Source: an optimization exercise on an open RTL-to-GDS flow (aim: small area and a short achievable clock period). Production flows keep margins and buffers that such runs may drop. The RTL was checked by simulation tests, not by an equivalence proof against the original design.

==> flow/design.v <==
package iir_filter_pkg;
	localparam int sample_w = 15;
	localparam int gain_w = 25;
	localparam int frac_bits = 6;
	localparam int wb_addr_w = 3;
	localparam int wb_data_w = 32;
	localparam logic [gain_w-1:0] rst_b0 = gain_w'(216);
	localparam logic [gain_w-1:0] rst_b1 = gain_w'(-221);
	localparam logic [gain_w-1:0] rst_b2 = gain_w'(-650);
	localparam logic [gain_w-1:0] rst_b3 = gain_w'(662);
	localparam logic [gain_w-1:0] rst_a1 = gain_w'(28);
	localparam logic [gain_w-1:0] rst_a2 = gain_w'(-316);
	localparam logic [gain_w-1:0] rst_a3 = gain_w'(-39);
endpackage
`timescale 1ns/1ps
module coefficient_regs (
	input  logic clk,
	input  logic rst,
	input  logic wb_cyc,
	input  logic wb_stb,
	input  logic wb_we,
	input  logic [2:0] wb_adr,
	input  logic [31:0] wb_dat_i,
	output logic [31:0] wb_dat_o,
	output logic wb_ack,
	output logic wr,
	output logic [24:0] g_b0, g_b1, g_b2, g_b3, g_a1, g_a2, g_a3,
	output logic [24:0] n_b0, n_b1, n_b2, n_b3, n_a1, n_a2, n_a3
);
	logic ack_q;
	logic access;
	logic [24:0] rd_q;
	logic [24:0] rd_d;
	assign access = wb_cyc && wb_stb && !ack_q;
	assign wr = access && wb_we;
	always_ff @(posedge clk or posedge rst) begin
		if (rst) ack_q <= 1'b0;
		else ack_q <= access;
	end
	assign wb_ack = ack_q;
	assign n_b0 = (wr && wb_adr == 3'd0) ? wb_dat_i[24:0] : g_b0;
	assign n_b1 = (wr && wb_adr == 3'd1) ? wb_dat_i[24:0] : g_b1;
	assign n_b2 = (wr && wb_adr == 3'd2) ? wb_dat_i[24:0] : g_b2;
	assign n_b3 = (wr && wb_adr == 3'd3) ? wb_dat_i[24:0] : g_b3;
	assign n_a1 = (wr && wb_adr == 3'd4) ? wb_dat_i[24:0] : g_a1;
	assign n_a2 = (wr && wb_adr == 3'd5) ? wb_dat_i[24:0] : g_a2;
	assign n_a3 = (wr && wb_adr == 3'd6) ? wb_dat_i[24:0] : g_a3;
	always_ff @(posedge clk or posedge rst) begin
		if (rst) begin
			g_b0 <= iir_filter_pkg::rst_b0;
			g_b1 <= iir_filter_pkg::rst_b1;
			g_b2 <= iir_filter_pkg::rst_b2;
			g_b3 <= iir_filter_pkg::rst_b3;
			g_a1 <= iir_filter_pkg::rst_a1;
			g_a2 <= iir_filter_pkg::rst_a2;
			g_a3 <= iir_filter_pkg::rst_a3;
		end else begin
			g_b0 <= n_b0;
			g_b1 <= n_b1;
			g_b2 <= n_b2;
			g_b3 <= n_b3;
			g_a1 <= n_a1;
			g_a2 <= n_a2;
			g_a3 <= n_a3;
		end
	end
	always_comb begin
		case (wb_adr)
			3'd0: rd_d = g_b0;
			3'd1: rd_d = g_b1;
			3'd2: rd_d = g_b2;
			3'd3: rd_d = g_b3;
			3'd4: rd_d = g_a1;
			3'd5: rd_d = g_a2;
			3'd6: rd_d = g_a3;
			default: rd_d = '0;
		endcase
		if (wb_we && wb_adr != 3'd7) rd_d = wb_dat_i[24:0];
	end
	always_ff @(posedge clk) begin
		rd_q <= rd_d;
	end
	assign wb_dat_o = {{7{rd_q[24]}}, rd_q};
endmodule
`timescale 1ns/1ps
module state_chain (
	input  logic clk,
	input  logic rst,
	input  logic [14:0] data,
	input  logic data_en,
	input  logic [14:0] den_sum,
	output logic [14:0] w1,
	output logic [14:0] w2,
	output logic [14:0] w3
);
	always_ff @(posedge clk or posedge rst) begin
		if (rst) begin
			w1 <= '0;
			w2 <= '0;
			w3 <= '0;
		end else if (data_en) begin
			w1 <= data - den_sum;
			w2 <= w1;
			w3 <= w2;
		end
	end
endmodule
`timescale 1ns/1ps
module stage2_a (
	input  logic [14:0] hs,
	input  logic [14:0] hc,
	input  logic [14:0] add0,
	input  logic cy,
	output logic [14:0] y
);
	wire s1;
	wire c2;
	assign s1 = add0[0] ^ cy;
	assign c2 = add0[0] & cy;
	wire s3;
	wire c4;
	assign s3 = add0[1] ^ hc[1];
	assign c4 = add0[1] & hc[1];
	wire s5;
	wire c6;
	assign s5 = add0[2] ^ hc[2];
	assign c6 = add0[2] & hc[2];
	wire s7;
	wire c8;
	assign s7 = add0[3] ^ hc[3];
	assign c8 = add0[3] & hc[3];
	wire s9;
	wire c10;
	assign s9 = add0[4] ^ hc[4];
	assign c10 = add0[4] & hc[4];
	wire s11;
	wire c12;
	assign s11 = add0[5] ^ hc[5];
	assign c12 = add0[5] & hc[5];
	wire s13;
	wire c14;
	assign s13 = add0[6] ^ hc[6];
	assign c14 = add0[6] & hc[6];
	wire s15;
	wire c16;
	assign s15 = add0[7] ^ hc[7];
	assign c16 = add0[7] & hc[7];
	wire s17;
	wire c18;
	assign s17 = add0[8] ^ hc[8];
	assign c18 = add0[8] & hc[8];
	wire s19;
	wire c20;
	assign s19 = add0[9] ^ hc[9];
	assign c20 = add0[9] & hc[9];
	wire s21;
	wire c22;
	assign s21 = add0[10] ^ hc[10];
	assign c22 = add0[10] & hc[10];
	wire s23;
	wire c24;
	assign s23 = add0[11] ^ hc[11];
	assign c24 = add0[11] & hc[11];
	wire s25;
	wire c26;
	assign s25 = add0[12] ^ hc[12];
	assign c26 = add0[12] & hc[12];
	wire s27;
	wire c28;
	assign s27 = add0[13] ^ hc[13];
	assign c28 = add0[13] & hc[13];
	wire s29;
	wire c30;
	assign s29 = add0[14] ^ hc[14];
	assign c30 = add0[14] & hc[14];
	wire s31;
	wire c32;
	assign s31 = hc[0] ^ hs[0];
	assign c32 = hc[0] & hs[0];
	wire s33;
	wire c34;
	assign s33 = hs[1] ^ c2 ^ s3;
	assign c34 = (hs[1] & c2) | (s3 & (hs[1] ^ c2));
	wire s35;
	wire c36;
	assign s35 = hs[2] ^ c4 ^ s5;
	assign c36 = (hs[2] & c4) | (s5 & (hs[2] ^ c4));
	wire s37;
	wire c38;
	assign s37 = hs[3] ^ c6 ^ s7;
	assign c38 = (hs[3] & c6) | (s7 & (hs[3] ^ c6));
	wire s39;
	wire c40;
	assign s39 = hs[4] ^ c8 ^ s9;
	assign c40 = (hs[4] & c8) | (s9 & (hs[4] ^ c8));
	wire s41;
	wire c42;
	assign s41 = hs[5] ^ c10 ^ s11;
	assign c42 = (hs[5] & c10) | (s11 & (hs[5] ^ c10));
	wire s43;
	wire c44;
	assign s43 = hs[6] ^ c12 ^ s13;
	assign c44 = (hs[6] & c12) | (s13 & (hs[6] ^ c12));
	wire s45;
	wire c46;
	assign s45 = hs[7] ^ c14 ^ s15;
	assign c46 = (hs[7] & c14) | (s15 & (hs[7] ^ c14));
	wire s47;
	wire c48;
	assign s47 = hs[8] ^ c16 ^ s17;
	assign c48 = (hs[8] & c16) | (s17 & (hs[8] ^ c16));
	wire s49;
	wire c50;
	assign s49 = hs[9] ^ c18 ^ s19;
	assign c50 = (hs[9] & c18) | (s19 & (hs[9] ^ c18));
	wire s51;
	wire c52;
	assign s51 = hs[10] ^ c20 ^ s21;
	assign c52 = (hs[10] & c20) | (s21 & (hs[10] ^ c20));
	wire s53;
	wire c54;
	assign s53 = hs[11] ^ c22 ^ s23;
	assign c54 = (hs[11] & c22) | (s23 & (hs[11] ^ c22));
	wire s55;
	wire c56;
	assign s55 = hs[12] ^ c24 ^ s25;
	assign c56 = (hs[12] & c24) | (s25 & (hs[12] ^ c24));
	wire s57;
	wire c58;
	assign s57 = hs[13] ^ c26 ^ s27;
	assign c58 = (hs[13] & c26) | (s27 & (hs[13] ^ c26));
	wire s59;
	wire c60;
	assign s59 = hs[14] ^ c28 ^ s29;
	assign c60 = (hs[14] & c28) | (s29 & (hs[14] ^ c28));
	logic [14:0] r0, r1;
	assign r0 = {s59, s57, s55, s53, s51, s49, s47, s45, s43, s41, s39, s37, s35, s33, s31};
	assign r1 = {c58, c56, c54, c52, c50, c48, c46, c44, c42, c40, c38, c36, c34, c32, s1};
	assign y = r0 + r1;
endmodule
module stage2_b (
	input  logic [14:0] hs,
	input  logic [14:0] hc,
	input  logic [14:0] add0,
	input  logic [14:0] hs2,
	input  logic [14:0] hc2,
	input  logic cy,
	input  logic cy2,
	output logic [14:0] y
);
	wire s1;
	wire c2;
	assign s1 = add0[0] ^ cy;
	assign c2 = add0[0] & cy;
	wire s3;
	wire c4;
	assign s3 = hc[0] ^ hs[0] ^ cy2;
	assign c4 = (hc[0] & hs[0]) | (cy2 & (hc[0] ^ hs[0]));
	wire s5;
	wire c6;
	assign s5 = add0[1] ^ hc[1] ^ hs[1];
	assign c6 = (add0[1] & hc[1]) | (hs[1] & (add0[1] ^ hc[1]));
	wire s7;
	wire c8;
	assign s7 = c2 ^ hc2[1];
	assign c8 = c2 & hc2[1];
	wire s9;
	wire c10;
	assign s9 = add0[2] ^ hc[2] ^ hs[2];
	assign c10 = (add0[2] & hc[2]) | (hs[2] & (add0[2] ^ hc[2]));
	wire s11;
	wire c12;
	assign s11 = hc2[2] ^ hs2[2];
	assign c12 = hc2[2] & hs2[2];
	wire s13;
	wire c14;
	assign s13 = add0[3] ^ hc[3] ^ hs[3];
	assign c14 = (add0[3] & hc[3]) | (hs[3] & (add0[3] ^ hc[3]));
	wire s15;
	wire c16;
	assign s15 = hc2[3] ^ hs2[3];
	assign c16 = hc2[3] & hs2[3];
	wire s17;
	wire c18;
	assign s17 = add0[4] ^ hc[4] ^ hs[4];
	assign c18 = (add0[4] & hc[4]) | (hs[4] & (add0[4] ^ hc[4]));
	wire s19;
	wire c20;
	assign s19 = hc2[4] ^ hs2[4];
	assign c20 = hc2[4] & hs2[4];
	wire s21;
	wire c22;
	assign s21 = add0[5] ^ hc[5] ^ hs[5];
	assign c22 = (add0[5] & hc[5]) | (hs[5] & (add0[5] ^ hc[5]));
	wire s23;
	wire c24;
	assign s23 = hc2[5] ^ hs2[5];
	assign c24 = hc2[5] & hs2[5];
	wire s25;
	wire c26;
	assign s25 = add0[6] ^ hc[6] ^ hs[6];
	assign c26 = (add0[6] & hc[6]) | (hs[6] & (add0[6] ^ hc[6]));
	wire s27;
	wire c28;
	assign s27 = hc2[6] ^ hs2[6];
	assign c28 = hc2[6] & hs2[6];
	wire s29;
	wire c30;
	assign s29 = add0[7] ^ hc[7] ^ hs[7];
	assign c30 = (add0[7] & hc[7]) | (hs[7] & (add0[7] ^ hc[7]));
	wire s31;
	wire c32;
	assign s31 = hc2[7] ^ hs2[7];
	assign c32 = hc2[7] & hs2[7];
	wire s33;
	wire c34;
	assign s33 = add0[8] ^ hc[8] ^ hs[8];
	assign c34 = (add0[8] & hc[8]) | (hs[8] & (add0[8] ^ hc[8]));
	wire s35;
	wire c36;
	assign s35 = hc2[8] ^ hs2[8];
	assign c36 = hc2[8] & hs2[8];
	wire s37;
	wire c38;
	assign s37 = add0[9] ^ hc[9] ^ hs[9];
	assign c38 = (add0[9] & hc[9]) | (hs[9] & (add0[9] ^ hc[9]));
	wire s39;
	wire c40;
	assign s39 = hc2[9] ^ hs2[9];
	assign c40 = hc2[9] & hs2[9];
	wire s41;
	wire c42;
	assign s41 = add0[10] ^ hc[10] ^ hs[10];
	assign c42 = (add0[10] & hc[10]) | (hs[10] & (add0[10] ^ hc[10]));
	wire s43;
	wire c44;
	assign s43 = hc2[10] ^ hs2[10];
	assign c44 = hc2[10] & hs2[10];
	wire s45;
	wire c46;
	assign s45 = add0[11] ^ hc[11] ^ hs[11];
	assign c46 = (add0[11] & hc[11]) | (hs[11] & (add0[11] ^ hc[11]));
	wire s47;
	wire c48;
	assign s47 = hc2[11] ^ hs2[11];
	assign c48 = hc2[11] & hs2[11];
	wire s49;
	wire c50;
	assign s49 = add0[12] ^ hc[12] ^ hs[12];
	assign c50 = (add0[12] & hc[12]) | (hs[12] & (add0[12] ^ hc[12]));
	wire s51;
	wire c52;
	assign s51 = hc2[12] ^ hs2[12];
	assign c52 = hc2[12] & hs2[12];
	wire s53;
	wire c54;
	assign s53 = add0[13] ^ hc[13] ^ hs[13];
	assign c54 = (add0[13] & hc[13]) | (hs[13] & (add0[13] ^ hc[13]));
	wire s55;
	wire c56;
	assign s55 = hc2[13] ^ hs2[13];
	assign c56 = hc2[13] & hs2[13];
	wire s57;
	wire c58;
	assign s57 = add0[14] ^ hc[14] ^ hs[14];
	assign c58 = (add0[14] & hc[14]) | (hs[14] & (add0[14] ^ hc[14]));
	wire s59;
	wire c60;
	assign s59 = hc2[14] ^ hs2[14];
	assign c60 = hc2[14] & hs2[14];
	wire s61;
	wire c62;
	assign s61 = hc2[0] ^ hs2[0];
	assign c62 = hc2[0] & hs2[0];
	wire s63;
	wire c64;
	assign s63 = hs2[1] ^ s5 ^ c4;
	assign c64 = (hs2[1] & s5) | (c4 & (hs2[1] ^ s5));
	wire s65;
	wire c66;
	assign s65 = c6 ^ s9 ^ c8;
	assign c66 = (c6 & s9) | (c8 & (c6 ^ s9));
	wire s67;
	wire c68;
	assign s67 = c10 ^ s13 ^ c12;
	assign c68 = (c10 & s13) | (c12 & (c10 ^ s13));
	wire s69;
	wire c70;
	assign s69 = c14 ^ s17 ^ c16;
	assign c70 = (c14 & s17) | (c16 & (c14 ^ s17));
	wire s71;
	wire c72;
	assign s71 = c18 ^ s21 ^ c20;
	assign c72 = (c18 & s21) | (c20 & (c18 ^ s21));
	wire s73;
	wire c74;
	assign s73 = c22 ^ s25 ^ c24;
	assign c74 = (c22 & s25) | (c24 & (c22 ^ s25));
	wire s75;
	wire c76;
	assign s75 = c26 ^ s29 ^ c28;
	assign c76 = (c26 & s29) | (c28 & (c26 ^ s29));
	wire s77;
	wire c78;
	assign s77 = c30 ^ s33 ^ c32;
	assign c78 = (c30 & s33) | (c32 & (c30 ^ s33));
	wire s79;
	wire c80;
	assign s79 = c34 ^ s37 ^ c36;
	assign c80 = (c34 & s37) | (c36 & (c34 ^ s37));
	wire s81;
	wire c82;
	assign s81 = c38 ^ s41 ^ c40;
	assign c82 = (c38 & s41) | (c40 & (c38 ^ s41));
	wire s83;
	wire c84;
	assign s83 = c42 ^ s45 ^ c44;
	assign c84 = (c42 & s45) | (c44 & (c42 ^ s45));
	wire s85;
	wire c86;
	assign s85 = c46 ^ s49 ^ c48;
	assign c86 = (c46 & s49) | (c48 & (c46 ^ s49));
	wire s87;
	wire c88;
	assign s87 = c50 ^ s53 ^ c52;
	assign c88 = (c50 & s53) | (c52 & (c50 ^ s53));
	wire s89;
	wire c90;
	assign s89 = c54 ^ s57 ^ c56;
	assign c90 = (c54 & s57) | (c56 & (c54 ^ s57));
	wire s91;
	wire c92;
	assign s91 = s1 ^ s3;
	assign c92 = s1 & s3;
	wire s93;
	wire c94;
	assign s93 = c62 ^ s7 ^ s63;
	assign c94 = (c62 & s7) | (s63 & (c62 ^ s7));
	wire s95;
	wire c96;
	assign s95 = s11 ^ c64 ^ s65;
	assign c96 = (s11 & c64) | (s65 & (s11 ^ c64));
	wire s97;
	wire c98;
	assign s97 = s15 ^ c66 ^ s67;
	assign c98 = (s15 & c66) | (s67 & (s15 ^ c66));
	wire s99;
	wire c100;
	assign s99 = s19 ^ c68 ^ s69;
	assign c100 = (s19 & c68) | (s69 & (s19 ^ c68));
	wire s101;
	wire c102;
	assign s101 = s23 ^ c70 ^ s71;
	assign c102 = (s23 & c70) | (s71 & (s23 ^ c70));
	wire s103;
	wire c104;
	assign s103 = s27 ^ c72 ^ s73;
	assign c104 = (s27 & c72) | (s73 & (s27 ^ c72));
	wire s105;
	wire c106;
	assign s105 = s31 ^ c74 ^ s75;
	assign c106 = (s31 & c74) | (s75 & (s31 ^ c74));
	wire s107;
	wire c108;
	assign s107 = s35 ^ c76 ^ s77;
	assign c108 = (s35 & c76) | (s77 & (s35 ^ c76));
	wire s109;
	wire c110;
	assign s109 = s39 ^ c78 ^ s79;
	assign c110 = (s39 & c78) | (s79 & (s39 ^ c78));
	wire s111;
	wire c112;
	assign s111 = s43 ^ c80 ^ s81;
	assign c112 = (s43 & c80) | (s81 & (s43 ^ c80));
	wire s113;
	wire c114;
	assign s113 = s47 ^ c82 ^ s83;
	assign c114 = (s47 & c82) | (s83 & (s47 ^ c82));
	wire s115;
	wire c116;
	assign s115 = s51 ^ c84 ^ s85;
	assign c116 = (s51 & c84) | (s85 & (s51 ^ c84));
	wire s117;
	wire c118;
	assign s117 = s55 ^ c86 ^ s87;
	assign c118 = (s55 & c86) | (s87 & (s55 ^ c86));
	wire s119;
	wire c120;
	assign s119 = s59 ^ c88 ^ s89;
	assign c120 = (s59 & c88) | (s89 & (s59 ^ c88));
	logic [14:0] r0, r1;
	assign r0 = {s119, s117, s115, s113, s111, s109, s107, s105, s103, s101, s99, s97, s95, s93, s91};
	assign r1 = {c118, c116, c114, c112, c110, c108, c106, c104, c102, c100, c98, c96, c94, c92, s61};
	assign y = r0 + r1;
endmodule
`timescale 1ns/1ps
module mul_cs (
	input  logic [14:0] w,
	input  logic [20:0] g,
	output logic [14:0] hs,
	output logic [14:0] hc,
	output logic cy
);
	logic [15:0] we;
	assign we = {w[14], w};
	logic [7:0] one, two, neg;
	assign one[0] = we[0] ^ 1'b0;
	assign two[0] = (we[1] & ~we[0] & ~1'b0) | (~we[1] & we[0] & 1'b0);
	assign neg[0] = we[1];
	wire p1;
	assign p1 = (one[0] & g[0]) ^ neg[0];
	wire p2;
	assign p2 = ((one[0] & g[1]) | (two[0] & g[0])) ^ neg[0];
	wire p3;
	assign p3 = ((one[0] & g[2]) | (two[0] & g[1])) ^ neg[0];
	wire p4;
	assign p4 = ((one[0] & g[3]) | (two[0] & g[2])) ^ neg[0];
	wire p5;
	assign p5 = ((one[0] & g[4]) | (two[0] & g[3])) ^ neg[0];
	wire p6;
	assign p6 = ((one[0] & g[5]) | (two[0] & g[4])) ^ neg[0];
	wire p7;
	assign p7 = ((one[0] & g[6]) | (two[0] & g[5])) ^ neg[0];
	wire p8;
	assign p8 = ((one[0] & g[7]) | (two[0] & g[6])) ^ neg[0];
	wire p9;
	assign p9 = ((one[0] & g[8]) | (two[0] & g[7])) ^ neg[0];
	wire p10;
	assign p10 = ((one[0] & g[9]) | (two[0] & g[8])) ^ neg[0];
	wire p11;
	assign p11 = ((one[0] & g[10]) | (two[0] & g[9])) ^ neg[0];
	wire p12;
	assign p12 = ((one[0] & g[11]) | (two[0] & g[10])) ^ neg[0];
	wire p13;
	assign p13 = ((one[0] & g[12]) | (two[0] & g[11])) ^ neg[0];
	wire p14;
	assign p14 = ((one[0] & g[13]) | (two[0] & g[12])) ^ neg[0];
	wire p15;
	assign p15 = ((one[0] & g[14]) | (two[0] & g[13])) ^ neg[0];
	wire p16;
	assign p16 = ((one[0] & g[15]) | (two[0] & g[14])) ^ neg[0];
	wire p17;
	assign p17 = ((one[0] & g[16]) | (two[0] & g[15])) ^ neg[0];
	wire p18;
	assign p18 = ((one[0] & g[17]) | (two[0] & g[16])) ^ neg[0];
	wire p19;
	assign p19 = ((one[0] & g[18]) | (two[0] & g[17])) ^ neg[0];
	wire p20;
	assign p20 = ((one[0] & g[19]) | (two[0] & g[18])) ^ neg[0];
	wire p21;
	assign p21 = ((one[0] & g[20]) | (two[0] & g[19])) ^ neg[0];
	assign one[1] = we[2] ^ we[1];
	assign two[1] = (we[3] & ~we[2] & ~we[1]) | (~we[3] & we[2] & we[1]);
	assign neg[1] = we[3];
	wire p22;
	assign p22 = (one[1] & g[0]) ^ neg[1];
	wire p23;
	assign p23 = ((one[1] & g[1]) | (two[1] & g[0])) ^ neg[1];
	wire p24;
	assign p24 = ((one[1] & g[2]) | (two[1] & g[1])) ^ neg[1];
	wire p25;
	assign p25 = ((one[1] & g[3]) | (two[1] & g[2])) ^ neg[1];
	wire p26;
	assign p26 = ((one[1] & g[4]) | (two[1] & g[3])) ^ neg[1];
	wire p27;
	assign p27 = ((one[1] & g[5]) | (two[1] & g[4])) ^ neg[1];
	wire p28;
	assign p28 = ((one[1] & g[6]) | (two[1] & g[5])) ^ neg[1];
	wire p29;
	assign p29 = ((one[1] & g[7]) | (two[1] & g[6])) ^ neg[1];
	wire p30;
	assign p30 = ((one[1] & g[8]) | (two[1] & g[7])) ^ neg[1];
	wire p31;
	assign p31 = ((one[1] & g[9]) | (two[1] & g[8])) ^ neg[1];
	wire p32;
	assign p32 = ((one[1] & g[10]) | (two[1] & g[9])) ^ neg[1];
	wire p33;
	assign p33 = ((one[1] & g[11]) | (two[1] & g[10])) ^ neg[1];
	wire p34;
	assign p34 = ((one[1] & g[12]) | (two[1] & g[11])) ^ neg[1];
	wire p35;
	assign p35 = ((one[1] & g[13]) | (two[1] & g[12])) ^ neg[1];
	wire p36;
	assign p36 = ((one[1] & g[14]) | (two[1] & g[13])) ^ neg[1];
	wire p37;
	assign p37 = ((one[1] & g[15]) | (two[1] & g[14])) ^ neg[1];
	wire p38;
	assign p38 = ((one[1] & g[16]) | (two[1] & g[15])) ^ neg[1];
	wire p39;
	assign p39 = ((one[1] & g[17]) | (two[1] & g[16])) ^ neg[1];
	wire p40;
	assign p40 = ((one[1] & g[18]) | (two[1] & g[17])) ^ neg[1];
	assign one[2] = we[4] ^ we[3];
	assign two[2] = (we[5] & ~we[4] & ~we[3]) | (~we[5] & we[4] & we[3]);
	assign neg[2] = we[5];
	wire p41;
	assign p41 = (one[2] & g[0]) ^ neg[2];
	wire p42;
	assign p42 = ((one[2] & g[1]) | (two[2] & g[0])) ^ neg[2];
	wire p43;
	assign p43 = ((one[2] & g[2]) | (two[2] & g[1])) ^ neg[2];
	wire p44;
	assign p44 = ((one[2] & g[3]) | (two[2] & g[2])) ^ neg[2];
	wire p45;
	assign p45 = ((one[2] & g[4]) | (two[2] & g[3])) ^ neg[2];
	wire p46;
	assign p46 = ((one[2] & g[5]) | (two[2] & g[4])) ^ neg[2];
	wire p47;
	assign p47 = ((one[2] & g[6]) | (two[2] & g[5])) ^ neg[2];
	wire p48;
	assign p48 = ((one[2] & g[7]) | (two[2] & g[6])) ^ neg[2];
	wire p49;
	assign p49 = ((one[2] & g[8]) | (two[2] & g[7])) ^ neg[2];
	wire p50;
	assign p50 = ((one[2] & g[9]) | (two[2] & g[8])) ^ neg[2];
	wire p51;
	assign p51 = ((one[2] & g[10]) | (two[2] & g[9])) ^ neg[2];
	wire p52;
	assign p52 = ((one[2] & g[11]) | (two[2] & g[10])) ^ neg[2];
	wire p53;
	assign p53 = ((one[2] & g[12]) | (two[2] & g[11])) ^ neg[2];
	wire p54;
	assign p54 = ((one[2] & g[13]) | (two[2] & g[12])) ^ neg[2];
	wire p55;
	assign p55 = ((one[2] & g[14]) | (two[2] & g[13])) ^ neg[2];
	wire p56;
	assign p56 = ((one[2] & g[15]) | (two[2] & g[14])) ^ neg[2];
	wire p57;
	assign p57 = ((one[2] & g[16]) | (two[2] & g[15])) ^ neg[2];
	assign one[3] = we[6] ^ we[5];
	assign two[3] = (we[7] & ~we[6] & ~we[5]) | (~we[7] & we[6] & we[5]);
	assign neg[3] = we[7];
	wire p58;
	assign p58 = (one[3] & g[0]) ^ neg[3];
	wire p59;
	assign p59 = ((one[3] & g[1]) | (two[3] & g[0])) ^ neg[3];
	wire p60;
	assign p60 = ((one[3] & g[2]) | (two[3] & g[1])) ^ neg[3];
	wire p61;
	assign p61 = ((one[3] & g[3]) | (two[3] & g[2])) ^ neg[3];
	wire p62;
	assign p62 = ((one[3] & g[4]) | (two[3] & g[3])) ^ neg[3];
	wire p63;
	assign p63 = ((one[3] & g[5]) | (two[3] & g[4])) ^ neg[3];
	wire p64;
	assign p64 = ((one[3] & g[6]) | (two[3] & g[5])) ^ neg[3];
	wire p65;
	assign p65 = ((one[3] & g[7]) | (two[3] & g[6])) ^ neg[3];
	wire p66;
	assign p66 = ((one[3] & g[8]) | (two[3] & g[7])) ^ neg[3];
	wire p67;
	assign p67 = ((one[3] & g[9]) | (two[3] & g[8])) ^ neg[3];
	wire p68;
	assign p68 = ((one[3] & g[10]) | (two[3] & g[9])) ^ neg[3];
	wire p69;
	assign p69 = ((one[3] & g[11]) | (two[3] & g[10])) ^ neg[3];
	wire p70;
	assign p70 = ((one[3] & g[12]) | (two[3] & g[11])) ^ neg[3];
	wire p71;
	assign p71 = ((one[3] & g[13]) | (two[3] & g[12])) ^ neg[3];
	wire p72;
	assign p72 = ((one[3] & g[14]) | (two[3] & g[13])) ^ neg[3];
	assign one[4] = we[8] ^ we[7];
	assign two[4] = (we[9] & ~we[8] & ~we[7]) | (~we[9] & we[8] & we[7]);
	assign neg[4] = we[9];
	wire p73;
	assign p73 = (one[4] & g[0]) ^ neg[4];
	wire p74;
	assign p74 = ((one[4] & g[1]) | (two[4] & g[0])) ^ neg[4];
	wire p75;
	assign p75 = ((one[4] & g[2]) | (two[4] & g[1])) ^ neg[4];
	wire p76;
	assign p76 = ((one[4] & g[3]) | (two[4] & g[2])) ^ neg[4];
	wire p77;
	assign p77 = ((one[4] & g[4]) | (two[4] & g[3])) ^ neg[4];
	wire p78;
	assign p78 = ((one[4] & g[5]) | (two[4] & g[4])) ^ neg[4];
	wire p79;
	assign p79 = ((one[4] & g[6]) | (two[4] & g[5])) ^ neg[4];
	wire p80;
	assign p80 = ((one[4] & g[7]) | (two[4] & g[6])) ^ neg[4];
	wire p81;
	assign p81 = ((one[4] & g[8]) | (two[4] & g[7])) ^ neg[4];
	wire p82;
	assign p82 = ((one[4] & g[9]) | (two[4] & g[8])) ^ neg[4];
	wire p83;
	assign p83 = ((one[4] & g[10]) | (two[4] & g[9])) ^ neg[4];
	wire p84;
	assign p84 = ((one[4] & g[11]) | (two[4] & g[10])) ^ neg[4];
	wire p85;
	assign p85 = ((one[4] & g[12]) | (two[4] & g[11])) ^ neg[4];
	assign one[5] = we[10] ^ we[9];
	assign two[5] = (we[11] & ~we[10] & ~we[9]) | (~we[11] & we[10] & we[9]);
	assign neg[5] = we[11];
	wire p86;
	assign p86 = (one[5] & g[0]) ^ neg[5];
	wire p87;
	assign p87 = ((one[5] & g[1]) | (two[5] & g[0])) ^ neg[5];
	wire p88;
	assign p88 = ((one[5] & g[2]) | (two[5] & g[1])) ^ neg[5];
	wire p89;
	assign p89 = ((one[5] & g[3]) | (two[5] & g[2])) ^ neg[5];
	wire p90;
	assign p90 = ((one[5] & g[4]) | (two[5] & g[3])) ^ neg[5];
	wire p91;
	assign p91 = ((one[5] & g[5]) | (two[5] & g[4])) ^ neg[5];
	wire p92;
	assign p92 = ((one[5] & g[6]) | (two[5] & g[5])) ^ neg[5];
	wire p93;
	assign p93 = ((one[5] & g[7]) | (two[5] & g[6])) ^ neg[5];
	wire p94;
	assign p94 = ((one[5] & g[8]) | (two[5] & g[7])) ^ neg[5];
	wire p95;
	assign p95 = ((one[5] & g[9]) | (two[5] & g[8])) ^ neg[5];
	wire p96;
	assign p96 = ((one[5] & g[10]) | (two[5] & g[9])) ^ neg[5];
	assign one[6] = we[12] ^ we[11];
	assign two[6] = (we[13] & ~we[12] & ~we[11]) | (~we[13] & we[12] & we[11]);
	assign neg[6] = we[13];
	wire p97;
	assign p97 = (one[6] & g[0]) ^ neg[6];
	wire p98;
	assign p98 = ((one[6] & g[1]) | (two[6] & g[0])) ^ neg[6];
	wire p99;
	assign p99 = ((one[6] & g[2]) | (two[6] & g[1])) ^ neg[6];
	wire p100;
	assign p100 = ((one[6] & g[3]) | (two[6] & g[2])) ^ neg[6];
	wire p101;
	assign p101 = ((one[6] & g[4]) | (two[6] & g[3])) ^ neg[6];
	wire p102;
	assign p102 = ((one[6] & g[5]) | (two[6] & g[4])) ^ neg[6];
	wire p103;
	assign p103 = ((one[6] & g[6]) | (two[6] & g[5])) ^ neg[6];
	wire p104;
	assign p104 = ((one[6] & g[7]) | (two[6] & g[6])) ^ neg[6];
	wire p105;
	assign p105 = ((one[6] & g[8]) | (two[6] & g[7])) ^ neg[6];
	assign one[7] = we[14] ^ we[13];
	assign two[7] = (we[15] & ~we[14] & ~we[13]) | (~we[15] & we[14] & we[13]);
	assign neg[7] = we[15];
	wire p106;
	assign p106 = (one[7] & g[0]) ^ neg[7];
	wire p107;
	assign p107 = ((one[7] & g[1]) | (two[7] & g[0])) ^ neg[7];
	wire p108;
	assign p108 = ((one[7] & g[2]) | (two[7] & g[1])) ^ neg[7];
	wire p109;
	assign p109 = ((one[7] & g[3]) | (two[7] & g[2])) ^ neg[7];
	wire p110;
	assign p110 = ((one[7] & g[4]) | (two[7] & g[3])) ^ neg[7];
	wire p111;
	assign p111 = ((one[7] & g[5]) | (two[7] & g[4])) ^ neg[7];
	wire p112;
	assign p112 = ((one[7] & g[6]) | (two[7] & g[5])) ^ neg[7];
	wire s113;
	wire c114;
	assign s113 = neg[5] ^ p11;
	assign c114 = neg[5] & p11;
	wire s115;
	wire c116;
	assign s115 = p12 ^ p31;
	assign c116 = p12 & p31;
	wire s117;
	wire c118;
	assign s117 = neg[6] ^ p13 ^ p32;
	assign c118 = (neg[6] & p13) | (p32 & (neg[6] ^ p13));
	wire s119;
	wire c120;
	assign s119 = p49 ^ p64;
	assign c120 = p49 & p64;
	wire s121;
	wire c122;
	assign s121 = p14 ^ p33 ^ p50;
	assign c122 = (p14 & p33) | (p50 & (p14 ^ p33));
	wire s123;
	wire c124;
	assign s123 = p65 ^ p78;
	assign c124 = p65 & p78;
	wire s125;
	wire c126;
	assign s125 = neg[7] ^ p106 ^ p15;
	assign c126 = (neg[7] & p106) | (p15 & (neg[7] ^ p106));
	wire s127;
	wire c128;
	assign s127 = p34 ^ p51 ^ p66;
	assign c128 = (p34 & p51) | (p66 & (p34 ^ p51));
	wire s129;
	wire c130;
	assign s129 = p79 ^ p90;
	assign c130 = p79 & p90;
	wire s131;
	wire c132;
	assign s131 = p100 ^ p107 ^ p16;
	assign c132 = (p100 & p107) | (p16 & (p100 ^ p107));
	wire s133;
	wire c134;
	assign s133 = p35 ^ p52 ^ p67;
	assign c134 = (p35 & p52) | (p67 & (p35 ^ p52));
	wire s135;
	wire c136;
	assign s135 = p80 ^ p91;
	assign c136 = p80 & p91;
	wire s137;
	wire c138;
	assign s137 = p101 ^ p108 ^ p17;
	assign c138 = (p101 & p108) | (p17 & (p101 ^ p108));
	wire s139;
	wire c140;
	assign s139 = p36 ^ p53 ^ p68;
	assign c140 = (p36 & p53) | (p68 & (p36 ^ p53));
	wire s141;
	wire c142;
	assign s141 = p81 ^ p92;
	assign c142 = p81 & p92;
	wire s143;
	wire c144;
	assign s143 = p102 ^ p109 ^ p18;
	assign c144 = (p102 & p109) | (p18 & (p102 ^ p109));
	wire s145;
	wire c146;
	assign s145 = p37 ^ p54 ^ p69;
	assign c146 = (p37 & p54) | (p69 & (p37 ^ p54));
	wire s147;
	wire c148;
	assign s147 = p82 ^ p93;
	assign c148 = p82 & p93;
	wire s149;
	wire c150;
	assign s149 = p103 ^ p110 ^ p19;
	assign c150 = (p103 & p110) | (p19 & (p103 ^ p110));
	wire s151;
	wire c152;
	assign s151 = p38 ^ p55 ^ p70;
	assign c152 = (p38 & p55) | (p70 & (p38 ^ p55));
	wire s153;
	wire c154;
	assign s153 = p83 ^ p94;
	assign c154 = p83 & p94;
	wire s155;
	wire c156;
	assign s155 = p104 ^ p111 ^ p20;
	assign c156 = (p104 & p111) | (p20 & (p104 ^ p111));
	wire s157;
	wire c158;
	assign s157 = p39 ^ p56 ^ p71;
	assign c158 = (p39 & p56) | (p71 & (p39 ^ p56));
	wire s159;
	wire c160;
	assign s159 = p84 ^ p95;
	assign c160 = p84 & p95;
	wire s161;
	wire c162;
	assign s161 = p105 ^ p112 ^ p21;
	assign c162 = (p105 & p112) | (p21 & (p105 ^ p112));
	wire s163;
	wire c164;
	assign s163 = p40 ^ p57 ^ p72;
	assign c164 = (p40 & p57) | (p72 & (p40 ^ p57));
	wire s165;
	wire c166;
	assign s165 = p85 ^ p96;
	assign c166 = p85 & p96;
	wire s167;
	wire c168;
	assign s167 = neg[3] ^ p26;
	assign c168 = neg[3] & p26;
	wire s169;
	wire c170;
	assign s169 = p27 ^ p44;
	assign c170 = p27 & p44;
	wire s171;
	wire c172;
	assign s171 = neg[4] ^ p28 ^ p45;
	assign c172 = (neg[4] & p28) | (p45 & (neg[4] ^ p28));
	wire s173;
	wire c174;
	assign s173 = p60 ^ p73;
	assign c174 = p60 & p73;
	wire s175;
	wire c176;
	assign s175 = p10 ^ p29 ^ p46;
	assign c176 = (p10 & p29) | (p46 & (p10 ^ p29));
	wire s177;
	wire c178;
	assign s177 = p61 ^ p74;
	assign c178 = p61 & p74;
	wire s179;
	wire c180;
	assign s179 = p30 ^ p47 ^ p62;
	assign c180 = (p30 & p47) | (p62 & (p30 ^ p47));
	wire s181;
	wire c182;
	assign s181 = p75 ^ p86 ^ s113;
	assign c182 = (p75 & p86) | (s113 & (p75 ^ p86));
	wire s183;
	wire c184;
	assign s183 = p48 ^ p63 ^ p76;
	assign c184 = (p48 & p63) | (p76 & (p48 ^ p63));
	wire s185;
	wire c186;
	assign s185 = p87 ^ c114 ^ s115;
	assign c186 = (p87 & c114) | (s115 & (p87 ^ c114));
	wire s187;
	wire c188;
	assign s187 = p77 ^ p88 ^ p97;
	assign c188 = (p77 & p88) | (p97 & (p77 ^ p88));
	wire s189;
	wire c190;
	assign s189 = c116 ^ s117 ^ s119;
	assign c190 = (c116 & s117) | (s119 & (c116 ^ s117));
	wire s191;
	wire c192;
	assign s191 = p89 ^ p98 ^ c118;
	assign c192 = (p89 & p98) | (c118 & (p89 ^ p98));
	wire s193;
	wire c194;
	assign s193 = c120 ^ s121 ^ s123;
	assign c194 = (c120 & s121) | (s123 & (c120 ^ s121));
	wire s195;
	wire c196;
	assign s195 = p99 ^ c122 ^ c124;
	assign c196 = (p99 & c122) | (c124 & (p99 ^ c122));
	wire s197;
	wire c198;
	assign s197 = s125 ^ s127 ^ s129;
	assign c198 = (s125 & s127) | (s129 & (s125 ^ s127));
	wire s199;
	wire c200;
	assign s199 = c126 ^ c128 ^ c130;
	assign c200 = (c126 & c128) | (c130 & (c126 ^ c128));
	wire s201;
	wire c202;
	assign s201 = s131 ^ s133 ^ s135;
	assign c202 = (s131 & s133) | (s135 & (s131 ^ s133));
	wire s203;
	wire c204;
	assign s203 = c132 ^ c134 ^ c136;
	assign c204 = (c132 & c134) | (c136 & (c132 ^ c134));
	wire s205;
	wire c206;
	assign s205 = s137 ^ s139 ^ s141;
	assign c206 = (s137 & s139) | (s141 & (s137 ^ s139));
	wire s207;
	wire c208;
	assign s207 = c138 ^ c140 ^ c142;
	assign c208 = (c138 & c140) | (c142 & (c138 ^ c140));
	wire s209;
	wire c210;
	assign s209 = s143 ^ s145 ^ s147;
	assign c210 = (s143 & s145) | (s147 & (s143 ^ s145));
	wire s211;
	wire c212;
	assign s211 = c144 ^ c146 ^ c148;
	assign c212 = (c144 & c146) | (c148 & (c144 ^ c146));
	wire s213;
	wire c214;
	assign s213 = s149 ^ s151 ^ s153;
	assign c214 = (s149 & s151) | (s153 & (s149 ^ s151));
	wire s215;
	wire c216;
	assign s215 = c150 ^ c152 ^ c154;
	assign c216 = (c150 & c152) | (c154 & (c150 ^ c152));
	wire s217;
	wire c218;
	assign s217 = s155 ^ s157 ^ s159;
	assign c218 = (s155 & s157) | (s159 & (s155 ^ s157));
	wire s219;
	wire c220;
	assign s219 = c156 ^ c158 ^ c160;
	assign c220 = (c156 & c158) | (c160 & (c156 ^ c158));
	wire s221;
	wire c222;
	assign s221 = s161 ^ s163 ^ s165;
	assign c222 = (s161 & s163) | (s165 & (s161 ^ s163));
	wire s223;
	wire c224;
	assign s223 = neg[2] ^ p24;
	assign c224 = neg[2] & p24;
	wire s225;
	wire c226;
	assign s225 = p25 ^ p42;
	assign c226 = p25 & p42;
	wire s227;
	wire c228;
	assign s227 = p43 ^ p58 ^ p7;
	assign c228 = (p43 & p58) | (p7 & (p43 ^ p58));
	wire s229;
	wire c230;
	assign s229 = p59 ^ p8 ^ c168;
	assign c230 = (p59 & p8) | (c168 & (p59 ^ p8));
	wire s231;
	wire c232;
	assign s231 = p9 ^ c170 ^ s171;
	assign c232 = (p9 & c170) | (s171 & (p9 ^ c170));
	wire s233;
	wire c234;
	assign s233 = c172 ^ c174 ^ s175;
	assign c234 = (c172 & c174) | (s175 & (c172 ^ c174));
	wire s235;
	wire c236;
	assign s235 = c176 ^ c178 ^ s179;
	assign c236 = (c176 & c178) | (s179 & (c176 ^ c178));
	wire s237;
	wire c238;
	assign s237 = c180 ^ s183 ^ c182;
	assign c238 = (c180 & s183) | (c182 & (c180 ^ s183));
	wire s239;
	wire c240;
	assign s239 = c184 ^ s187 ^ c186;
	assign c240 = (c184 & s187) | (c186 & (c184 ^ s187));
	wire s241;
	wire c242;
	assign s241 = c188 ^ c190 ^ s191;
	assign c242 = (c188 & c190) | (s191 & (c188 ^ c190));
	wire s243;
	wire c244;
	assign s243 = c192 ^ c194 ^ s195;
	assign c244 = (c192 & c194) | (s195 & (c192 ^ c194));
	wire s245;
	wire c246;
	assign s245 = c196 ^ c198 ^ s199;
	assign c246 = (c196 & c198) | (s199 & (c196 ^ c198));
	wire s247;
	wire c248;
	assign s247 = c200 ^ c202 ^ s203;
	assign c248 = (c200 & c202) | (s203 & (c200 ^ c202));
	wire s249;
	wire c250;
	assign s249 = c204 ^ c206 ^ s207;
	assign c250 = (c204 & c206) | (s207 & (c204 ^ c206));
	wire s251;
	wire c252;
	assign s251 = c208 ^ c210 ^ s211;
	assign c252 = (c208 & c210) | (s211 & (c208 ^ c210));
	wire s253;
	wire c254;
	assign s253 = c212 ^ c214 ^ s215;
	assign c254 = (c212 & c214) | (s215 & (c212 ^ c214));
	wire s255;
	wire c256;
	assign s255 = c216 ^ c218 ^ s219;
	assign c256 = (c216 & c218) | (s219 & (c216 ^ c218));
	wire s257;
	wire c258;
	assign s257 = neg[1] ^ p22;
	assign c258 = neg[1] & p22;
	wire s259;
	wire c260;
	assign s259 = p23 ^ p4;
	assign c260 = p23 & p4;
	wire s261;
	wire c262;
	assign s261 = p41 ^ p5 ^ s223;
	assign c262 = (p41 & p5) | (s223 & (p41 ^ p5));
	wire s263;
	wire c264;
	assign s263 = p6 ^ c224 ^ s225;
	assign c264 = (p6 & c224) | (s225 & (p6 ^ c224));
	wire s265;
	wire c266;
	assign s265 = c226 ^ s167 ^ s227;
	assign c266 = (c226 & s167) | (s227 & (c226 ^ s167));
	wire s267;
	wire c268;
	assign s267 = c228 ^ s169 ^ s229;
	assign c268 = (c228 & s169) | (s229 & (c228 ^ s169));
	wire s269;
	wire c270;
	assign s269 = s173 ^ c230 ^ s231;
	assign c270 = (s173 & c230) | (s231 & (s173 ^ c230));
	wire s271;
	wire c272;
	assign s271 = s177 ^ c232 ^ s233;
	assign c272 = (s177 & c232) | (s233 & (s177 ^ c232));
	wire s273;
	wire c274;
	assign s273 = c234 ^ s181 ^ s235;
	assign c274 = (c234 & s181) | (s235 & (c234 ^ s181));
	wire s275;
	wire c276;
	assign s275 = c236 ^ s185 ^ s237;
	assign c276 = (c236 & s185) | (s237 & (c236 ^ s185));
	wire s277;
	wire c278;
	assign s277 = s189 ^ c238 ^ s239;
	assign c278 = (s189 & c238) | (s239 & (s189 ^ c238));
	wire s279;
	wire c280;
	assign s279 = s193 ^ c240 ^ s241;
	assign c280 = (s193 & c240) | (s241 & (s193 ^ c240));
	wire s281;
	wire c282;
	assign s281 = s197 ^ c242 ^ s243;
	assign c282 = (s197 & c242) | (s243 & (s197 ^ c242));
	wire s283;
	wire c284;
	assign s283 = s201 ^ c244 ^ s245;
	assign c284 = (s201 & c244) | (s245 & (s201 ^ c244));
	wire s285;
	wire c286;
	assign s285 = s205 ^ c246 ^ s247;
	assign c286 = (s205 & c246) | (s247 & (s205 ^ c246));
	wire s287;
	wire c288;
	assign s287 = s209 ^ c248 ^ s249;
	assign c288 = (s209 & c248) | (s249 & (s209 ^ c248));
	wire s289;
	wire c290;
	assign s289 = s213 ^ c250 ^ s251;
	assign c290 = (s213 & c250) | (s251 & (s213 ^ c250));
	wire s291;
	wire c292;
	assign s291 = s217 ^ c252 ^ s253;
	assign c292 = (s217 & c252) | (s253 & (s217 ^ c252));
	wire s293;
	wire c294;
	assign s293 = s221 ^ c254 ^ s255;
	assign c294 = (s221 & c254) | (s255 & (s221 ^ c254));
	logic [20:0] r0, r1;
	assign r0 = {s293, s291, s289, s287, s285, s283, s281, s279, s277, s275, s273, s271, s269, s267, s265, s263, s261, s259, s257, p2, neg[0]};
	assign r1 = {c292, c290, c288, c286, c284, c282, c280, c278, c276, c274, c272, c270, c268, c266, c264, c262, c260, c258, p3, 1'b0, p1};
	logic [6:0] lo;
	assign lo = {1'b0, r0[5:0]} + {1'b0, r1[5:0]};
	assign cy = lo[6];
	assign hs = r0[20:6];
	assign hc = r1[20:6];
endmodule
`timescale 1ns/1ps
module iir_filter (
	input  logic clk,
	input  logic rst,
	input  logic signed [14:0] data,
	input  logic data_en,
	input  logic wb_cyc,
	input  logic wb_stb,
	input  logic wb_we,
	input  logic [2:0] wb_adr,
	input  logic [31:0] wb_dat_i,
	output logic [31:0] wb_dat_o,
	output logic wb_ack,
	output logic signed [14:0] data_out,
	output logic data_out_en
);
	logic wr;
	logic [24:0] g_b0, g_b1, g_b2, g_b3, g_a1, g_a2, g_a3;
	logic [24:0] n_b0, n_b1, n_b2, n_b3, n_a1, n_a2, n_a3;
	logic [14:0] w1, w2, w3;
	logic [14:0] den, num;
	logic [14:0] ra, rb;
	logic [14:0] ya, yb;
	logic [4:0] s;
	logic samp;
	logic oen_q;
	coefficient_regs i_coefficient_regs (
		.clk      (clk),
		.rst      (rst),
		.wb_cyc   (wb_cyc),
		.wb_stb   (wb_stb),
		.wb_we    (wb_we),
		.wb_adr   (wb_adr),
		.wb_dat_i (wb_dat_i),
		.wb_dat_o (wb_dat_o),
		.wb_ack   (wb_ack),
		.wr       (wr),
		.g_b0     (g_b0),
		.g_b1     (g_b1),
		.g_b2     (g_b2),
		.g_b3     (g_b3),
		.g_a1     (g_a1),
		.g_a2     (g_a2),
		.g_a3     (g_a3),
		.n_b0     (n_b0),
		.n_b1     (n_b1),
		.n_b2     (n_b2),
		.n_b3     (n_b3),
		.n_a1     (n_a1),
		.n_a2     (n_a2),
		.n_a3     (n_a3)
	);
	state_chain i_state_chain (
		.clk     (clk),
		.rst     (rst),
		.data    (data),
		.data_en (data_en),
		.den_sum (den),
		.w1      (w1),
		.w2      (w2),
		.w3      (w3)
	);
	logic start;
	assign start = data_en || wr;
	always_ff @(posedge clk or posedge rst) begin
		if (rst) begin
			s <= '0;
			samp <= 1'b0;
			oen_q <= 1'b0;
		end else begin
			s[0] <= start;
			s[1] <= s[0] && !start;
			s[2] <= s[1] && !start;
			s[3] <= s[2] && !start;
			s[4] <= s[3];
			if (start) samp <= data_en;
			oen_q <= s[1] && samp;
		end
	end
	logic [20:0] ga, gb;
	logic [14:0] wb;
	always_ff @(posedge clk) begin
		begin
			if (start) ga <= n_b0[20:0];
			else if (s[0]) ga <= g_a1[20:0];
			else if (s[1]) ga <= g_b1[20:0];
			else ga <= '0;
			if (start) gb <= n_a2[20:0];
			else if (s[0]) gb <= g_a3[20:0];
			else if (s[1]) gb <= g_b2[20:0];
			else if (s[2]) gb <= g_b3[20:0];
			else gb <= '0;
		end
	end
	always_ff @(posedge clk) begin
		if (data_en) wb <= w1;
		else if ((s[0] || s[2]) && !wr) wb <= w3;
		else wb <= w2;
	end
	logic [14:0] ha_s, ha_c;
	logic ha_y;
	mul_cs i_mul_a (
		.w  (w1),
		.g  (ga),
		.hs (ha_s),
		.hc (ha_c),
		.cy (ha_y)
	);
	logic [14:0] hb_s, hb_c;
	logic hb_y;
	mul_cs i_mul_b (
		.w  (wb),
		.g  (gb),
		.hs (hb_s),
		.hc (hb_c),
		.cy (hb_y)
	);
	logic [14:0] pa_s, pa_c, pb_s, pb_c;
	logic pa_y, pb_y;
	always_ff @(posedge clk) begin
		pa_s <= ha_s;
		pa_c <= ha_c;
		pa_y <= ha_y;
		pb_s <= hb_s;
		pb_c <= hb_c;
		pb_y <= hb_y;
	end
	stage2_a i_stage2_a (
		.hs   (pa_s),
		.hc   (pa_c),
		.cy   (pa_y),
		.add0 (num),
		.y    (ya)
	);
	logic use_a;
	assign use_a = !s[1];
	stage2_b i_stage2_b (
		.hs   (pb_s),
		.hc   (pb_c),
		.cy   (pb_y),
		.hs2  (use_a ? pa_s : 15'd0),
		.hc2  (use_a ? pa_c : 15'd0),
		.cy2  (use_a && pa_y),
		.add0 (rb),
		.y    (yb)
	);
	always_ff @(posedge clk or posedge rst) begin
		if (rst) begin
			ra <= '0;
			den <= '0;
			num <= '0;
		end else begin
			ra <= ya;
			if (s[2]) den <= yb;
			if (s[4]) num <= yb;
		end
	end
	always_ff @(posedge clk) begin
		if (s[0] || s[2]) rb <= '0;
		else rb <= yb;
	end
	assign data_out = ra;
	assign data_out_en = oen_q;
endmodule
==> flow/run.sh <==
#!/bin/bash
# synth_recipe.tcl (not shown) runs the flow's synth.tcl, then flattens the netlist and writes it again
# the make line also repeats each setting of config.mk as NAME=value (left out here)
make -C /OpenROAD-flow-scripts/flow DESIGN_CONFIG=/design/flow/config.mk WORK_HOME=/design/flow/orfs CLKGATE_MAP_FILE= SYNTH_SCRIPT=/design/flow/synth_recipe.tcl finish
==> flow/config.mk <==
export PLATFORM = sky130hd
export DESIGN_NAME = iir_filter
export DESIGN_NICKNAME = iir_filter
export VERILOG_FILES = /design/flow/design.v
export SDC_FILE = /design/flow/constraint.sdc
export NUM_CORES = 4
export LEC_CHECK = 0
export CAP_MARGIN = 20
export CORE_MARGIN = 2
export CORE_UTILIZATION = 50
export SETUP_SLACK_MARGIN = 4.5
export SLEW_MARGIN = 20
==> flow/constraint.sdc <==
create_clock -name core_clock -period 8.0 [get_ports {clk}]
set_input_delay 1.6000 -clock core_clock [delete_from_list [all_inputs] [get_ports {clk}]]
set_output_delay 1.6000 -clock core_clock [all_outputs]
set_load 0.01 [all_outputs]
==> impl_metrics.ini, run 1 <==
[die]
rows = 93
core_region_area_mm2 = 0.06435
fp.dieH_um = 258.8
initial_core_util_pct = 50.44
die_w_um = 258.8
pin_count = 105
die_area_mm2 = 0.06697

[synth]
yosys.area.top_type_share_pct = 13.80
syn_inst = 3639
yosysSeqAreaShare_pct = 31.22
yosys.area.top_type = dfrtp_1
syn-num-nets = 4000
synthTopCellsByCount = inv_1 (352), a21oi_1 (337), nand2_1 (309), nor2_1 (308), mux2_2 (220)
synth_area_mm2 = 0.03246
synth-async-reset-ratio_pct = 63.19
synth.area.top_cells = dfrtp_1 (14%), fa_1 (12%), dfxtp_1 (9.8%), mux2_2 (7.6%), dfstp_2 (7.6%)
synth_edf_count = 0
yosysMostFrequentCell = inv_1
syn_avg_cell_area_um2 = 8.919
yosys_most_used_dff = dfrtp_1
synth_seq_cells = 432
synth_cell_types = 85
yosysWarningCount = 3

[global_route]
grt_max_degree = 148
grt.busiest_layer = met2
grt_pass1_vias = 25700
gr-usage-met2_pct = 45.73
grt_usage_pct = 28.52
antenna_found_initial = 1
met3_usage_pct = 3.414
globalRouteOverflowTotal = 0
use_met1_pct = 40.10
grt_pass1_wl_um = 150000

[layout]
final_nets = 3973
antenna_cells = 0
areaGrowthSynthToFinish_pct = 15.12
seqCellArea_mm2 = 0.01021
fin_cells = 4507
fill_cells = 5520
multi_input_area_mm2 = 0.02044
fin_util_pct = 58.07
layout-drive-gt1-share_pct = 20.81

[sta]
drv_slew = 0
relSlewSlack_pct = 30.68
worstMarginPinSlew_ns = 1.040
grt_setup_unrepaired = yes
max_freq_mhz = 258.8
fin_skew_ns = 0.02047
hold_viol_final = 0
period_share_pct = 48.30
fin_tns_setup_ns = 0
setup_violations = 0
holdWs_ns = 0.3671
min_period_ns = 3.864

[drt]
vias_per_cell = 6.006
drt_iter0_markers = 2348
drt-wirelength-per-cell_um = 22.13
drtAntennaViolNets = 0
first_pass_iters = 6
drc = 0
wl_um = 99720
vias = 27070

[clock_tree]
cts_root_buf = clkbuf_16
cts.sinks = 432
clk_pin_slew_ns = 0.06
cts_tree = yes
cts_hold_buf = 0
cts_made_buffers = 48
htree_levels = 2
cts_buffer_depth = 3
worst_skew_pair.late_latency_ns = 0.60

[worst_setup_path]
cp-start-kind = flip-flop
worstPathArrival_ns = 4.34
worstReg2RegStart = rb[1]
rr_endpoint = num[10]
worstSetupPathType = flip-flop to flip-flop
reg2reg_depth = 15
cp.required_ns = 8.48
endpoint_kind = flip-flop
path_max_fanout = 3
reg2reg_slack_ns = 4.14

[place]
hpwl_um = 64420
gp_congestion = 0.9276
dp.cells = 4335
portBuffers = 97

[job]
maxCapViolCount = 0

[worst_hold_path]
min_path_cells = 0
hold_class = flip-flop to flip-flop
hold_start = s[3]
hold_end = s[4]

[status]
status = complete, no violations
how the worst max path moves through the flow:
stage | endpoint | from
detailed placement | gb[13] | wb_adr[2]
finish | num[10] | rb[1]
global route | num[10] | rb[1]
floorplan | den[0] | rst
global placement | gb[13] | wb_adr[2]
CTS | den[10] | rb[1]
routing by layer:
layer	vias to the layer above	share of wire (%)	routed length (um)
li1	12400	-	-
met1	13370	43	43190
met2	1123	47	46800
met3	174	6.8	6780
met4	2	2.9	2939
met5	-	0.010	10
critical path, stage by stage, from the launching register on:
cell and delay (ns):
dfxtp_2 0.32, inv_2 0.03, fa_1 0.54, inv_2 0.04
fa_1 0.54, inv_1 0.06, fa_1 0.51, inv_2 0.07
fa_2 0.39, a211oi_4 0.27, o21ai_2 0.11, a21oi_2 0.19
inv_1 0.08, a21oi_2 0.18, xnor2_2 0.13, mux2_2 0.28
stage by stage:
stage          worst slack [ns]  area [um2]
5_1_grt                   4.012       37360
2_1_floorplan             2.867       32570
3_3_place_gp              3.369       33710
3_5_place_dp              3.369       33710
4_1_cts                   4.178       36120
6_report                  4.136       37360
cells in the final DEF, fill, tap and decap left out, types with 26 or more instances in the layout:
cell,n
xnor2_1,84
xor2_1,41
dfstp_2,94
o211ai_1,39
buf_4,78
clkdlybuf4s50_1,92
a21oi_1,329
fa_1,178
nor2_1,291
o22ai_1,71
mux2i_1,68
dfrtp_1,166
ha_1,108
dfxtp_1,134
o21a_1,44
nand2_1,299
clkbuf_16,54
a22oi_1,43
mux2_2,218
inv_1,332
o311a_1,26
and2_1,27
maj3_1,27
a221oi_1,44
nor2b_1,31
a211oi_1,61
o21ai_0,175
timing repair:
item,CTS,global route
hold endpoints to repair,0,0
resized for setup,129,180
setup buffers,20,51
endpoints found under the setup margin,266,156
pin swaps,15,39
gates cloned,4,7
registers in the layout, summed over array words and instances (netlist names), 21 cells and up:
| register | count |
|---|---|
| ga | 21 |
| gb | 21 |
| i_coefficient_regs.g_a1 | 25 |
| i_coefficient_regs.g_a2 | 25 |
| i_coefficient_regs.g_a3 | 25 |
| i_coefficient_regs.g_b0 | 25 |
| i_coefficient_regs.g_b1 | 25 |
| i_coefficient_regs.g_b2 | 25 |
| i_coefficient_regs.g_b3 | 25 |
| i_coefficient_regs.rd_q | 25 |
cell families (layout without fill, tap and decap cells):
kind of cell	count (synthesis)	in the layout	synth area share (%)
simple gates	773	773	10.25
flops	432	432	31.22
buf+inv	673	686	8.238
xor+xnor	139	139	3.793
mux	297	297	10.35
fa+ha+maj	332	332	16.94
compound gates	993	993	19.20
area by class of cell:
cell class	instances	area share, %
clock buffers	69	3.720
clock inverters	21	0.6798
inverters	360	3.771
multi-input cells	2534	54.69
flip-flops and latches	432	27.34
well taps	855	2.863
repair buffers	235	6.915
repair inverters	1	0.02009
==> run 2, diff against run 1 <==
--- a/flow/config.mk
+++ b/flow/config.mk
@@ -9,4 +9,4 @@
 export CORE_MARGIN = 2
 export CORE_UTILIZATION = 50
-export SETUP_SLACK_MARGIN = 4.5
+export SETUP_SLACK_MARGIN = 5.0
 export SLEW_MARGIN = 20
==> impl_metrics.ini, run 2 <==
[worst_setup_path]
cpPeakStageDelay_ns = 0.52
rr_endpoint = num[10]
endpoint_kind = flip-flop
cp-start-kind = flip-flop
path_cells = buf_12 -> nand2b_4 -> fa_2 -> inv_2 -> fa_1 -> inv_1 -> fa_1 -> inv_2 -> fa_2 -> a211oi_4 -> o21ai_2 -> a21oi_2 -> inv_1 -> a21oi_2 -> xnor2_2 -> mux2_2
cp_top_family = adder cells
worstReg2RegStart = s[1]
path_max_fanout = 5
reg2reg_depth = 16
reg2reg_slack_ns = 4.08
worstPathArrival_ns = 4.39
worstSetupPathType = flip-flop to flip-flop
critPathSlowestCell = fa_1
cp.required_ns = 8.47
crit_buf_inv = 5

[clock_tree]
cts_root_buf = clkbuf_16
clk_pin_slew_ns = 0.06
cts_buffer_depth = 3
cts_made_buffers = 48
cts.sinks = 432
htree_levels = 2
worst_skew_pair.late_latency_ns = 0.62
cts_tree = yes

[layout]
layout_commonest_cell = a21oi_1
final_nets = 4182
layout_common_cells = a21oi_1 (301), nand2_1 (290), inv_1 (277)
layout-drive-gt1-share_pct = 34.78
areaGrowthSynthToFinish_pct = 29.70

[die]
core_region_area_mm2 = 0.06435
initial_core_util_pct = 50.44
die_w_um = 258.8
rows = 93
die_area_mm2 = 0.06697
pin_count = 105
fp.dieH_um = 258.8

[drt]
drtAntennaViolNets = 0
drc = 0
drt-wirelength-per-cell_um = 23.67
drt_iter0_markers = 3138
wl_um = 111700
first_pass_iters = 7
vias_per_cell = 6.167
vias = 29090

[sta]
worstMarginPinSlew_ns = 1.057
min_period_ns = 3.916
setup_violations = 0
fin_tns_setup_ns = 0
grt_setup_unrepaired = yes
period_share_pct = 48.95
relSlewSlack_pct = 29.53
hold_viol_final = 0
max_freq_mhz = 255.4
drv_slew = 0
fin_skew_ns = 0.03346

[synth]
syn_inst = 3639
synth-async-reset-ratio_pct = 63.19
syn_avg_cell_area_um2 = 8.919
synth_compound_area_share_pct = 19.20
synth_edf_count = 0
synth_xor_area_share_pct = 3.793
yosysMostFrequentCell = inv_1
yosys_most_used_dff = dfrtp_1
synth.area.top_cells = dfrtp_1 (14%), fa_1 (12%), dfxtp_1 (9.8%), mux2_2 (7.6%), dfstp_2 (7.6%)
synth-simple-area-share_pct = 10.25
syn-num-nets = 4000
synthMuxAreaShare_pct = 10.35
yosys.area.top_type_share_pct = 13.80
synth_seq_cells = 432
yosysWarningCount = 3
synth_cell_types = 85
yosysSeqAreaShare_pct = 31.22
synthTopCellsByCount = inv_1 (352), a21oi_1 (337), nand2_1 (309), nor2_1 (308), mux2_2 (220)
yosys.area_share.adder_pct = 16.94
yosys.area.top_type = dfrtp_1
synth_top_family_by_area = compound AO/OA/AOI/OAI gates
synth_area_mm2 = 0.03246

[worst_hold_path]
hold_start = s[3]
min_path_cells = 0
hold_class = flip-flop to flip-flop
hold_end = s[4]

[job]
maxCapViolCount = 0

[global_route]
gr-usage-met2_pct = 50.80
grt_usage_pct = 32.02
globalRouteOverflowTotal = 0
grt_pass1_vias = 27970
grt_pass1_wl_um = 166100
use_met1_pct = 43.15
met3_usage_pct = 6.260
antenna_found_initial = 3
grt_max_degree = 169
grt.busiest_layer = met2

[place]
hpwl_um = 64820
gp_congestion = 0.9206
portBuffers = 97

[status]
status = complete, no violations
==> run 2: worst reg2reg max path: stages, from the launching register on <==
cell	delay, ns
dfrtp_4	0.43
buf_12	0.14
nand2b_4	0.14
fa_2	0.19
inv_2	0.04
fa_1	0.52
inv_1	0.05
fa_1	0.51
inv_2	0.06
fa_2	0.39
a211oi_4	0.30
o21ai_2	0.11
a21oi_2	0.20
inv_1	0.07
a21oi_2	0.19
xnor2_2	0.14
mux2_2	0.30
==> run 2: logic make-up after synthesis <==
group	Yosys count
buffers and inverters	673
adder cells (fa/ha/maj)	332
AND/OR/NAND/NOR	773
AO/OA/AOI/OAI	993
multiplexers	297
XOR/XNOR	139
flip-flops	432
==> run 2: repair_timing <==
item | 4_1_cts | 5_1_grt
pin swaps | 155 | 142
endpoints found under the setup margin | 421 | 156
hold endpoints to repair | 0 | 0
cloned | 38 | 9
gates resized for setup | 562 | 239
hold buffers | 0 | 0
buffers inserted | 155 | 95
==> run 2: worst max-delay path by stage <==
stage,start,end,cells past startpoint
2_1_floorplan,rst,den[0],1
3_3_place_gp,wb_adr[0],gb[4],7
3_5_place_dp,wb_cyc,ga[4],8
4_1_cts,s[1],num[11],16
5_1_grt,s[1],num[14],16
6_report,s[1],num[10],16
==> run 2: cell type report <==
class                      count  area, um2
timing repair buffer         440       5433
tap                          855       1070
antenna                        1      2.502
timing repair inverter         2      16.27
clock buffer                  65       1376
fill                        4951      22250
clock inverter                25      382.9
sequential                   432      10270
multi-input combinational   2537      22070
inverter                     360       1471
==> run 2: through the flow <==
stage	setup WS (ns)	instance area [um2]	util (%)	hold slack, ns	std cells
4_1_cts	4.151	40080	62.29	0.3529	4612
5_1_grt	3.972	42090	65.42	0.3586	4716
2_1_floorplan	2.867	33720	-	0.3312	3639
6_report	4.084	42100	65.42	0.3532	4717
3_3_place_gp	3.504	34220	53.18	0.3375	4329
3_5_place_dp	3.468	34220	53.18	0.3387	4329
==> run 2: routing by layer <==
| metal | vias to the layer above | wire (um) |
|---|---|---|
| met5 | - | 15 |
| met3 | 366 | 9942 |
| met1 | 14400 | 45120 |
| met4 | 2 | 5023 |
| met2 | 1510 | 51560 |
| li1 | 12820 | - |

-- separate check: timing with driven ports --
No port has a modelled driver above. Below, the same layouts with a new extraction and two added sets of constraints. Step 1 (the two cells are an assumption about what drives the block):
set clk [get_ports {clk}]
set_driving_cell -lib_cell sky130_fd_sc_hd__clkbuf_16 $clk
set_driving_cell -lib_cell sky130_fd_sc_hd__buf_2 [delete_from_list [all_inputs] $clk]
Step 2, shift: input delay + t, output delay - t, t = (earliest + latest rising clock arrival at the registers) / 2. This alone moves slack from input paths to output paths. Three values: no drivers, after step 1, after step 2; two values: the first two.
run	t (ns)	slack for setup (ns)	hold slack, ns
run 1	0.656	4.136 / 4.136 / 3.934	0.367 / 0.367 / 0.367
run 2	0.665	4.084 / 4.084 / 4.084	0.353 / 0.353 / 0.353
After both steps every run listed still meets setup and hold. For run 1, which loses most, drivers alone change the setup slack by 0.000 ns; drivers and shift together by -0.202 ns.
